From an optimization exercise on the open Yosys and OpenROAD flow, aimed at small area and a short achievable clock period; shortcuts taken in it are not production practice. Function was checked by simulation only, so behaviour that the tests miss may differ from the original.

==> flow/design.v <==
`timescale 1ns/1ps
package core_pkg;
  localparam int XLEN = 32;
  typedef logic [7:0] robid_t;
  typedef logic [5:0] preg_t;
  typedef logic [XLEN-1:0] word_t;
  typedef logic [4:0] ecause_t;
  localparam ecause_t ECAUSE_ILLEGAL_INSN = 5'd2;
endpackage
`timescale 1ns/1ps
package wb_pkg;
  typedef struct packed {
    logic              error;
    logic [4:0]        ecause;
    logic [7:0]        robid;
    logic [5:0]        rd;
    logic [31:0]       result;
  } wb_result_t;
  typedef enum logic [3:0] {
    ALU_ADD = 4'd0,
    ALU_SUB = 4'd1,
    ALU_AND = 4'd2,
    ALU_OR  = 4'd3,
    ALU_XOR = 4'd4,
    ALU_SLL = 4'd5,
    ALU_SRL = 4'd6,
    ALU_SLT = 4'd7
  } alu_op_t;
  typedef enum logic [1:0] {
    OP_MUL   = 2'd0,
    OP_MULH  = 2'd1,
    OP_MULHU = 2'd2
  } mul_op_t;
  localparam int SRC_ALU0 = 0;
  localparam int SRC_ALU1 = 1;
  localparam int SRC_MUL0 = 2;
  localparam int SRC_MUL1 = 3;
  localparam int SRC_LSQ  = 4;
endpackage
`timescale 1ns/1ps
module scalar_alu (
  input  logic               clk,
  input  logic               rst,
  input  logic               flush,
  input  logic               issue_valid,
  input  wb_pkg::alu_op_t    issue_op,
  input  core_pkg::word_t    issue_a,
  input  core_pkg::word_t    issue_b,
  input  core_pkg::robid_t   issue_robid,
  input  core_pkg::preg_t    issue_rd,
  output logic               issue_ready,
  output logic               out_valid,
  output logic [51:0]        out_res,    
  input  logic               out_stall
);
  wb_pkg::wb_result_t alu_res;
  assign issue_ready = !(out_valid && out_stall);
  always_comb begin
    alu_res = '0;
    alu_res.robid = issue_robid;
    alu_res.rd = issue_rd;
    case (issue_op)
      wb_pkg::ALU_ADD: alu_res.result = issue_a + issue_b;
      wb_pkg::ALU_SUB: alu_res.result = issue_a - issue_b;
      wb_pkg::ALU_AND: alu_res.result = issue_a & issue_b;
      wb_pkg::ALU_OR:  alu_res.result = issue_a | issue_b;
      wb_pkg::ALU_XOR: alu_res.result = issue_a ^ issue_b;
      wb_pkg::ALU_SLL: alu_res.result = issue_a << issue_b[4:0];
      wb_pkg::ALU_SRL: alu_res.result = issue_a >> issue_b[4:0];
      wb_pkg::ALU_SLT: alu_res.result = core_pkg::word_t'($signed(issue_a) < $signed(issue_b));
      default: begin
        alu_res.error = 1'b1;
        alu_res.ecause = core_pkg::ECAUSE_ILLEGAL_INSN;
      end
    endcase
  end
  always_ff @(posedge clk) begin
    if (rst) begin
      out_valid <= 1'b0;
    end else if (flush) begin
      out_valid <= 1'b0;
    end else if (issue_ready) begin
      out_valid <= issue_valid;
    end
  end
  always_ff @(posedge clk) begin
    if (issue_ready && issue_valid) begin
      out_res <= alu_res;
    end
  end
endmodule
`timescale 1ns/1ps
module mul_unit #(
  parameter int MUL_STAGES = 3
) (
  input  logic               clk,
  input  logic               rst,
  input  logic               flush,
  input  logic               issue_valid,
  input  wb_pkg::mul_op_t    issue_op,
  input  core_pkg::word_t    issue_a,
  input  core_pkg::word_t    issue_b,
  input  core_pkg::robid_t   issue_robid,
  input  core_pkg::preg_t    issue_rd,
  output logic               issue_ready,
  output logic               out_valid,
  output logic [51:0]        out_res,    
  input  logic               out_stall
);
  localparam int W = core_pkg::XLEN;
  localparam int LAST = MUL_STAGES - 1;
  logic [MUL_STAGES-1:0] v;
  logic [2*W-1:0]        prod_q [MUL_STAGES];
  wb_pkg::mul_op_t       op_q [MUL_STAGES];
  core_pkg::robid_t      robid_q [MUL_STAGES];
  core_pkg::preg_t       rd_q [MUL_STAGES];
  logic [2*W-1:0]        ext_a;
  logic [2*W-1:0]        ext_b;
  logic                  advance;
  wb_pkg::wb_result_t    mul_res;
  assign ext_a = (issue_op == wb_pkg::OP_MULH) ?
                 {{W{issue_a[W-1]}}, issue_a} : {{W{1'b0}}, issue_a};
  assign ext_b = (issue_op == wb_pkg::OP_MULH) ?
                 {{W{issue_b[W-1]}}, issue_b} : {{W{1'b0}}, issue_b};
  assign advance = !v[LAST] || !out_stall;
  assign issue_ready = advance;
  always_ff @(posedge clk) begin
    if (rst) begin
      v <= '0;
    end else if (flush) begin
      v <= '0;
    end else if (advance) begin
      v <= {v[MUL_STAGES-2:0], issue_valid};
    end
  end
  always_ff @(posedge clk) begin
    if (advance) begin
      prod_q[0] <= ext_a * ext_b;
      op_q[0] <= issue_op;
      robid_q[0] <= issue_robid;
      rd_q[0] <= issue_rd;
      for (int i = 1; i < MUL_STAGES; i++) begin
        prod_q[i] <= prod_q[i-1];
        op_q[i] <= op_q[i-1];
        robid_q[i] <= robid_q[i-1];
        rd_q[i] <= rd_q[i-1];
      end
    end
  end
  always_comb begin
    mul_res = '0;
    mul_res.robid = robid_q[LAST];
    mul_res.rd = rd_q[LAST];
    case (op_q[LAST])
      wb_pkg::OP_MUL: mul_res.result = prod_q[LAST][W-1:0];
      wb_pkg::OP_MULH, wb_pkg::OP_MULHU: mul_res.result = prod_q[LAST][2*W-1:W];
      default: begin
        mul_res.error = 1'b1;
        mul_res.ecause = core_pkg::ECAUSE_ILLEGAL_INSN;
      end
    endcase
  end
  assign out_valid = v[LAST];
  assign out_res = mul_res;
endmodule
`timescale 1ns/1ps
module wb_arbiter #(
  parameter int N_SRC = 5
) (
  input  logic                    clk,
  input  logic                    rst,
  input  logic                    flush,
  input  logic [N_SRC-1:0]        src_valid,
  input  logic [N_SRC-1:0][51:0] src_res,    
  output logic [N_SRC-1:0]        src_stall,
  input  logic                    csr_valid,
  input  logic [51:0]             csr_res,
  output logic                    wb_valid,
  output logic [51:0]             wb_res
);
  logic [N_SRC-1:0]   stg_valid;
  logic [N_SRC-1:0][51:0] stg_res;
  logic [N_SRC-1:0]   in_valid;
  logic [N_SRC-1:0][51:0] in_res;
  logic [N_SRC-1:0]   ld;
  logic [N_SRC-1:0]   grant;
  for (genvar i = 0; i < N_SRC; i++) begin : g_src
    assign ld[i] = !stg_valid[i] || grant[i];
    if (i == 0) begin : g_csr
      assign in_valid[i] = csr_valid || src_valid[i];
      assign in_res[i] = csr_valid ? csr_res : src_res[i];
      assign src_stall[i] = (stg_valid[i] && !grant[i]) || csr_valid;
    end else begin : g_fu
      assign in_valid[i] = src_valid[i];
      assign in_res[i] = src_res[i];
      assign src_stall[i] = stg_valid[i] && !grant[i];
    end
  end
  always_ff @(posedge clk) begin
    if (rst) begin
      stg_valid <= '0;
    end else if (flush) begin
      stg_valid <= '0;
    end else begin
      for (int i = 0; i < N_SRC; i++) begin
        if (ld[i]) begin
          stg_valid[i] <= in_valid[i];
        end
      end
    end
  end
  always_ff @(posedge clk) begin
    for (int i = 0; i < N_SRC; i++) begin
      if (ld[i] && in_valid[i]) begin
        stg_res[i] <= in_res[i];
      end
    end
  end
  always_comb begin
    grant = '0;
    wb_res = '0;
    for (int i = 0; i < N_SRC; i++) begin
      if (stg_valid[i]) begin
        grant = '0;
        grant[i] = 1'b1;
        wb_res = stg_res[i];
      end
    end
  end
  assign wb_valid = |stg_valid;
endmodule
`timescale 1ns/1ps
module exec_cluster (
  input  logic        clk,
  input  logic        rst,
  input  logic        rob_flush,
  input  logic        alu0_valid,
  input  logic [3:0]  alu0_op,
  input  logic [31:0] alu0_a,
  input  logic [31:0] alu0_b,
  input  logic [7:0]  alu0_robid,
  input  logic [5:0]  alu0_rd,
  output logic        alu0_ready,
  input  logic        alu1_valid,
  input  logic [3:0]  alu1_op,
  input  logic [31:0] alu1_a,
  input  logic [31:0] alu1_b,
  input  logic [7:0]  alu1_robid,
  input  logic [5:0]  alu1_rd,
  output logic        alu1_ready,
  input  logic        mul0_valid,
  input  logic [1:0]  mul0_op,
  input  logic [31:0] mul0_a,
  input  logic [31:0] mul0_b,
  input  logic [7:0]  mul0_robid,
  input  logic [5:0]  mul0_rd,
  output logic        mul0_ready,
  input  logic        mul1_valid,
  input  logic [1:0]  mul1_op,
  input  logic [31:0] mul1_a,
  input  logic [31:0] mul1_b,
  input  logic [7:0]  mul1_robid,
  input  logic [5:0]  mul1_rd,
  output logic        mul1_ready,
  input  logic        lsq_valid,
  input  logic        lsq_error,
  input  logic [4:0]  lsq_ecause,
  input  logic [7:0]  lsq_robid,
  input  logic [5:0]  lsq_rd,
  input  logic [31:0] lsq_result,
  output logic        lsq_stall,
  input  logic        csr_valid,
  input  logic        csr_error,
  input  logic [4:0]  csr_ecause,
  input  logic [7:0]  csr_robid,
  input  logic [5:0]  csr_rd,
  input  logic [31:0] csr_result,
  output logic        wb_valid,
  output logic        wb_error,
  output logic [4:0]  wb_ecause,
  output logic [7:0]  wb_robid,
  output logic [5:0]  wb_rd,
  output logic [31:0] wb_result
);
  localparam int MUL_STAGES = 3;
  localparam int N_SRC = 5;
  wb_pkg::wb_result_t csr_res;
  wb_pkg::wb_result_t wb_res;
  logic [N_SRC-1:0]               src_valid;
  logic [N_SRC-1:0][51:0]         src_res;
  logic [N_SRC-1:0]               src_stall;
  scalar_alu u_alu0 (
    .clk(clk), .rst(rst), .flush(rob_flush),
    .issue_valid(alu0_valid), .issue_op(wb_pkg::alu_op_t'(alu0_op)),
    .issue_a(alu0_a), .issue_b(alu0_b),
    .issue_robid(alu0_robid), .issue_rd(alu0_rd),
    .issue_ready(alu0_ready),
    .out_valid(src_valid[wb_pkg::SRC_ALU0]), .out_res(src_res[wb_pkg::SRC_ALU0]),
    .out_stall(src_stall[wb_pkg::SRC_ALU0])
  );
  scalar_alu u_alu1 (
    .clk(clk), .rst(rst), .flush(rob_flush),
    .issue_valid(alu1_valid), .issue_op(wb_pkg::alu_op_t'(alu1_op)),
    .issue_a(alu1_a), .issue_b(alu1_b),
    .issue_robid(alu1_robid), .issue_rd(alu1_rd),
    .issue_ready(alu1_ready),
    .out_valid(src_valid[wb_pkg::SRC_ALU1]), .out_res(src_res[wb_pkg::SRC_ALU1]),
    .out_stall(src_stall[wb_pkg::SRC_ALU1])
  );
  mul_unit #(.MUL_STAGES(MUL_STAGES)) u_mul0 (
    .clk(clk), .rst(rst), .flush(rob_flush),
    .issue_valid(mul0_valid), .issue_op(wb_pkg::mul_op_t'(mul0_op)),
    .issue_a(mul0_a), .issue_b(mul0_b),
    .issue_robid(mul0_robid), .issue_rd(mul0_rd),
    .issue_ready(mul0_ready),
    .out_valid(src_valid[wb_pkg::SRC_MUL0]), .out_res(src_res[wb_pkg::SRC_MUL0]),
    .out_stall(src_stall[wb_pkg::SRC_MUL0])
  );
  mul_unit #(.MUL_STAGES(MUL_STAGES)) u_mul1 (
    .clk(clk), .rst(rst), .flush(rob_flush),
    .issue_valid(mul1_valid), .issue_op(wb_pkg::mul_op_t'(mul1_op)),
    .issue_a(mul1_a), .issue_b(mul1_b),
    .issue_robid(mul1_robid), .issue_rd(mul1_rd),
    .issue_ready(mul1_ready),
    .out_valid(src_valid[wb_pkg::SRC_MUL1]), .out_res(src_res[wb_pkg::SRC_MUL1]),
    .out_stall(src_stall[wb_pkg::SRC_MUL1])
  );
  assign src_valid[wb_pkg::SRC_LSQ] = lsq_valid;
  assign src_res[wb_pkg::SRC_LSQ] = {lsq_error, lsq_ecause, lsq_robid, lsq_rd, lsq_result};
  assign lsq_stall = src_stall[wb_pkg::SRC_LSQ];
  assign csr_res = {csr_error, csr_ecause, csr_robid, csr_rd, csr_result};
  wb_arbiter #(.N_SRC(N_SRC)) u_arb (
    .clk(clk), .rst(rst), .flush(rob_flush),
    .src_valid(src_valid), .src_res(src_res), .src_stall(src_stall),
    .csr_valid(csr_valid), .csr_res(csr_res),
    .wb_valid(wb_valid), .wb_res(wb_res)
  );
  assign {wb_error, wb_ecause, wb_robid, wb_rd, wb_result} = wb_res;
endmodule
==> flow/run.sh <==
#!/bin/bash
# synth_recipe.tcl (not shown) runs the flow's synth.tcl, then flattens the netlist and writes it again
# the make line also repeats each setting of config.mk as NAME=value (left out here)
make -C /OpenROAD-flow-scripts/flow DESIGN_CONFIG=/design/flow/config.mk WORK_HOME=/design/flow/orfs CLKGATE_MAP_FILE= SYNTH_SCRIPT=/design/flow/synth_recipe.tcl finish
==> flow/config.mk <==
export PLATFORM = sky130hd
export DESIGN_NAME = exec_cluster
export DESIGN_NICKNAME = exec_cluster
export VERILOG_FILES = /design/flow/design.v
export SDC_FILE = /design/flow/constraint.sdc
export NUM_CORES = 4
export LEC_CHECK = 0
export CAP_MARGIN = 20
export CORE_MARGIN = 2
export CORE_UTILIZATION = 40
export SLEW_MARGIN = 20
==> flow/constraint.sdc <==
create_clock -name core_clock -period 12.0 [get_ports {clk}]
set_input_delay 2.4000 -clock core_clock [delete_from_list [all_inputs] [get_ports {clk}]]
set_output_delay 2.4000 -clock core_clock [all_outputs]
set_load 0.01 [all_outputs]
==> flow_summary_export.csv <==
group,metric,value,unit
outcome,status,"timing/DRC/antenna clean",
placement,dpl.hpwl,363000,µm
route,first_pass_iters,5,
route,wl_per_cell,22.7,µm
placement,dp_slack,0.0144,ns
synth,netlist_instances,13879,
synth,synthArstFlopShare,0,%
route,vias,98451,
critical_path,worstPathMaxFanout,12,
route,vias_per_cell,5.17,
global_routing,grt_use_met3,3.26,%
sta,setup_ws,0.760,ns
finish,fin_nets,18493,
synth,syn-cell-area,138000,µm²
floorplan,io_pins,495,
floorplan,die_w,592,µm
global_routing,grt_pass1_wl,660000,µm
clocking,cts_resized,0,
clocking,numClockSinks,832,
clocking,cts_buffer_depth,3,
clocking,hold_buffers,0,
job,cap_violations,0,
floorplan,core,344000,µm²
sta,finalSetupTns,0,ns
finish,drive_gt1_share,6.71,%
route,final_antenna_net_count,0,
synth,synth_edf_count,819,
critical_path,cpMostUsedCell,"fa_1",
critical_path,worst_ep_arrival_time,11.68,ns
route,drtIter0Drc,7730,
sta,finalSetupViolCount,0,
global_routing,antenna_found_initial,33,
placement,io_buffers,493,
clocking,cts_tree,"yes",
synth,ys_types,100,
sta,rsz0062_at_grt,"no",
floorplan,initial_core_util,40.3,%
global_routing,grt_pass1_vias,104247,
placement,place.gp.congestion,0.995,
global_routing,gr-max-usage-layer,"met2",
critical_path,required,12.44,ns
synth,synth-seq-cells,832,
finish,syn_to_final_growth,11.9,%
synth,synth-warning-count,7,
floorplan,die_y,592,µm
critical_path,cp.buffers_inverters,11,
worst_hold_path,hp-class,"reg2reg",
sta,skew,0.0650,ns
synth,seq_area_frac_synth,18.0,%
clocking,cts_setup_buffers,0,
global_routing,grtUsageMet2,41.1,%
critical_path,end_kind,"register",
sta,report.final.slew_viol_count,0,
global_routing,grt_use_total,25.0,%
clocking,clk_pin_slew,0.06,ns
synth,synth-main-ff-cell,"edfxtp_1",
route,finalWirelength,433000,µm
floorplan,die_area,350000,µm²
clocking,cts_root_buf,"clkbuf_16",
sta,hold_violations,0,
synth,syn_avg_cell_area,9.96,µm²
clocking,clk-insertion-delay-late,0.72,ns
global_routing,use_met1,34.7,%
global_routing,gr-total-overflow,0,
sta,final.period_utilization,93.7,%
route,drc,0,
clocking,cts_buffers,91,
floorplan,rows,215,
global_routing,grt_max_degree,98,
critical_path,startpoint_type,"input pin",
critical_path,crit_family,"adder cells",
sta,timing.final.crit_period,11.24,ns
clocking,h-tree-depth,3,
sta,max_clock_freq,89.0,MHz
critical_path,path_class,"in2reg",
critical_path,cp_slowest_cell,"fa_1",
critical_path,cpPeakStageDelay,0.56,ns
sta,worstMarginPinSlew,1.16,ns
synth,postSynthNetCount,17976,
sta,maxSlewHeadroom,22.4,%
==> metal layers <==
layer,vias up,routed length (µm)
met5,-,197
met4,30,13300
met3,598,27900
met2,3267,203000
met1,51023,188000
li1,43533,-
==> metrics by stage <==
step	std cells	area (µm²)	hold slack, ns	utilization [%]
2_1_floorplan	13879	138000	0.400	-
3_3_place_gp	18859	152000	0.401	44.2
3_5_place_dp	18860	152000	0.405	44.2
4_1_cts	19028	155000	0.377	45.0
5_1_grt	19033	155000	0.402	45.0
6_report	19047	155000	0.393	45.0
==> synthesized netlist by cell type, types with 22 or more instances <==
| cell type | number | area [µm²] |
|---|---|---|
| edfxtp_1 | 819 | 24600 |
| nor2_1 | 495 | 1860 |
| a211oi_1 | 57 | 428 |
| mux2i_1 | 154 | 1540 |
| xnor2_1 | 237 | 2080 |
| and3_1 | 69 | 432 |
| o21bai_1 | 37 | 278 |
| a31oi_1 | 48 | 300 |
| nand2_1 | 1415 | 5310 |
| xor2_1 | 44 | 385 |
| a22oi_1 | 183 | 1370 |
| inv_1 | 3197 | 12000 |
| ha_1 | 812 | 10200 |
| or2_2 | 22 | 138 |
| o221ai_1 | 23 | 201 |
| o211ai_1 | 50 | 375 |
| or3_1 | 28 | 175 |
| a21o_1 | 107 | 803 |
| o21a_1 | 28 | 210 |
| clkbuf_1 | 621 | 2330 |
| buf_1 | 54 | 203 |
| nand3_1 | 69 | 345 |
| o21ai_0 | 371 | 1860 |
| and2_1 | 1044 | 6530 |
| nand2b_1 | 44 | 275 |
| a21oi_1 | 445 | 2230 |
| fa_1 | 2848 | 57000 |
| buf_2 | 30 | 150 |
| mux2_2 | 63 | 709 |
| o22ai_1 | 34 | 213 |
| nor3_1 | 67 | 335 |
| nor2b_1 | 33 | 206 |
| o31ai_1 | 22 | 165 |
| nand4_1 | 24 | 150 |
==> flip-flops by register name, indices dropped and copies added, names as in the netlist, 3 cells and up <==
register         cells
u_arb.stg_res      245
u_mul0.prod_q      192
u_mul1.prod_q      192
u_alu0.out_res      47
u_alu1.out_res      47
u_mul0.robid_q      24
u_mul1.robid_q      24
u_mul0.rd_q         18
u_mul1.rd_q         18
u_mul0.op_q          6
u_mul1.op_q          6
u_arb.stg_valid      5
u_mul0.v             3
u_mul1.v             3
==> final timing paths <==
check                         endpoint  cells past startpoint  slack (ns)                  from
hold reg to reg   u_mul1.robid_q[2][6]                      0        0.39  u_mul1.robid_q[1][6]
hold / removal    u_mul1.robid_q[2][6]                      0        0.39  u_mul1.robid_q[1][6]
setup reg to reg  u_mul1.prod_q[2][18]                      5        7.90    u_arb.stg_valid[3]
setup / recovery  u_mul0.prod_q[0][58]                     34        0.76            mul0_op[0]
==> layout make-up <==
class | count | area, µm²
diodes | 19 | 47.5
clock buffers | 110 | 2380
clock inverters | 58 | 571
fillers | 32846 | 189000
inverters | 3197 | 12000
multi-input cells | 9142 | 98800
flip-flops and latches | 832 | 24900
well taps | 4557 | 5700
repair buffers | 1132 | 10300
==> cells by family after synthesis <==
kind of cell,count (synthesis),share of synthesized area [%]
AO/OA/AOI/OAI,1607,7.48
adder cells (fa/ha/maj),3663,48.6
multiplexers,231,1.86
flip-flops,832,18.0
XOR/XNOR,281,1.78
buffers and inverters,3905,10.6
other,1,0.00271
AND/OR/NAND/NOR,3359,11.7
==> cells in the final DEF (no fill, tap or decap), types with 371 or more instances in the layout <==
cell             Yosys  routed
inv_1             3197    3196
fa_1              2848    2848
nand2_1           1415    1412
and2_1            1044    1042
edfxtp_1           819     819
ha_1               812     812
buf_4                1     584
nor2_1             495     494
clkdlybuf4s50_1      0     472
a21oi_1            445     445
o21ai_0            371     371

## port drivers added, routing unchanged
The results above use ideal ports. As a check the final layout listed here was re-extracted and re-timed, cells and wires unchanged.
Step 1: set_driving_cell puts a clkbuf_16 on clk and a buf_2 on each other input, an assumption about the parent block.
Step 2 times the ports against the registers' clock, not the clock port: input delays grow and output delays shrink by t, the midpoint of the rising clock arrivals with the driver on.
a / b / c = ideal / step 1 / step 2; a / b = the first two.
shift t [ns]: 0.757
setup slack, ns: 0.760 / 0.807 / 0.050
worst slew at a driven data input, ns: 0.22
After both steps setup and hold are still met in this run. For this run, drivers alone change the setup slack by +0.047 ns; drivers and shift together by -0.710 ns.
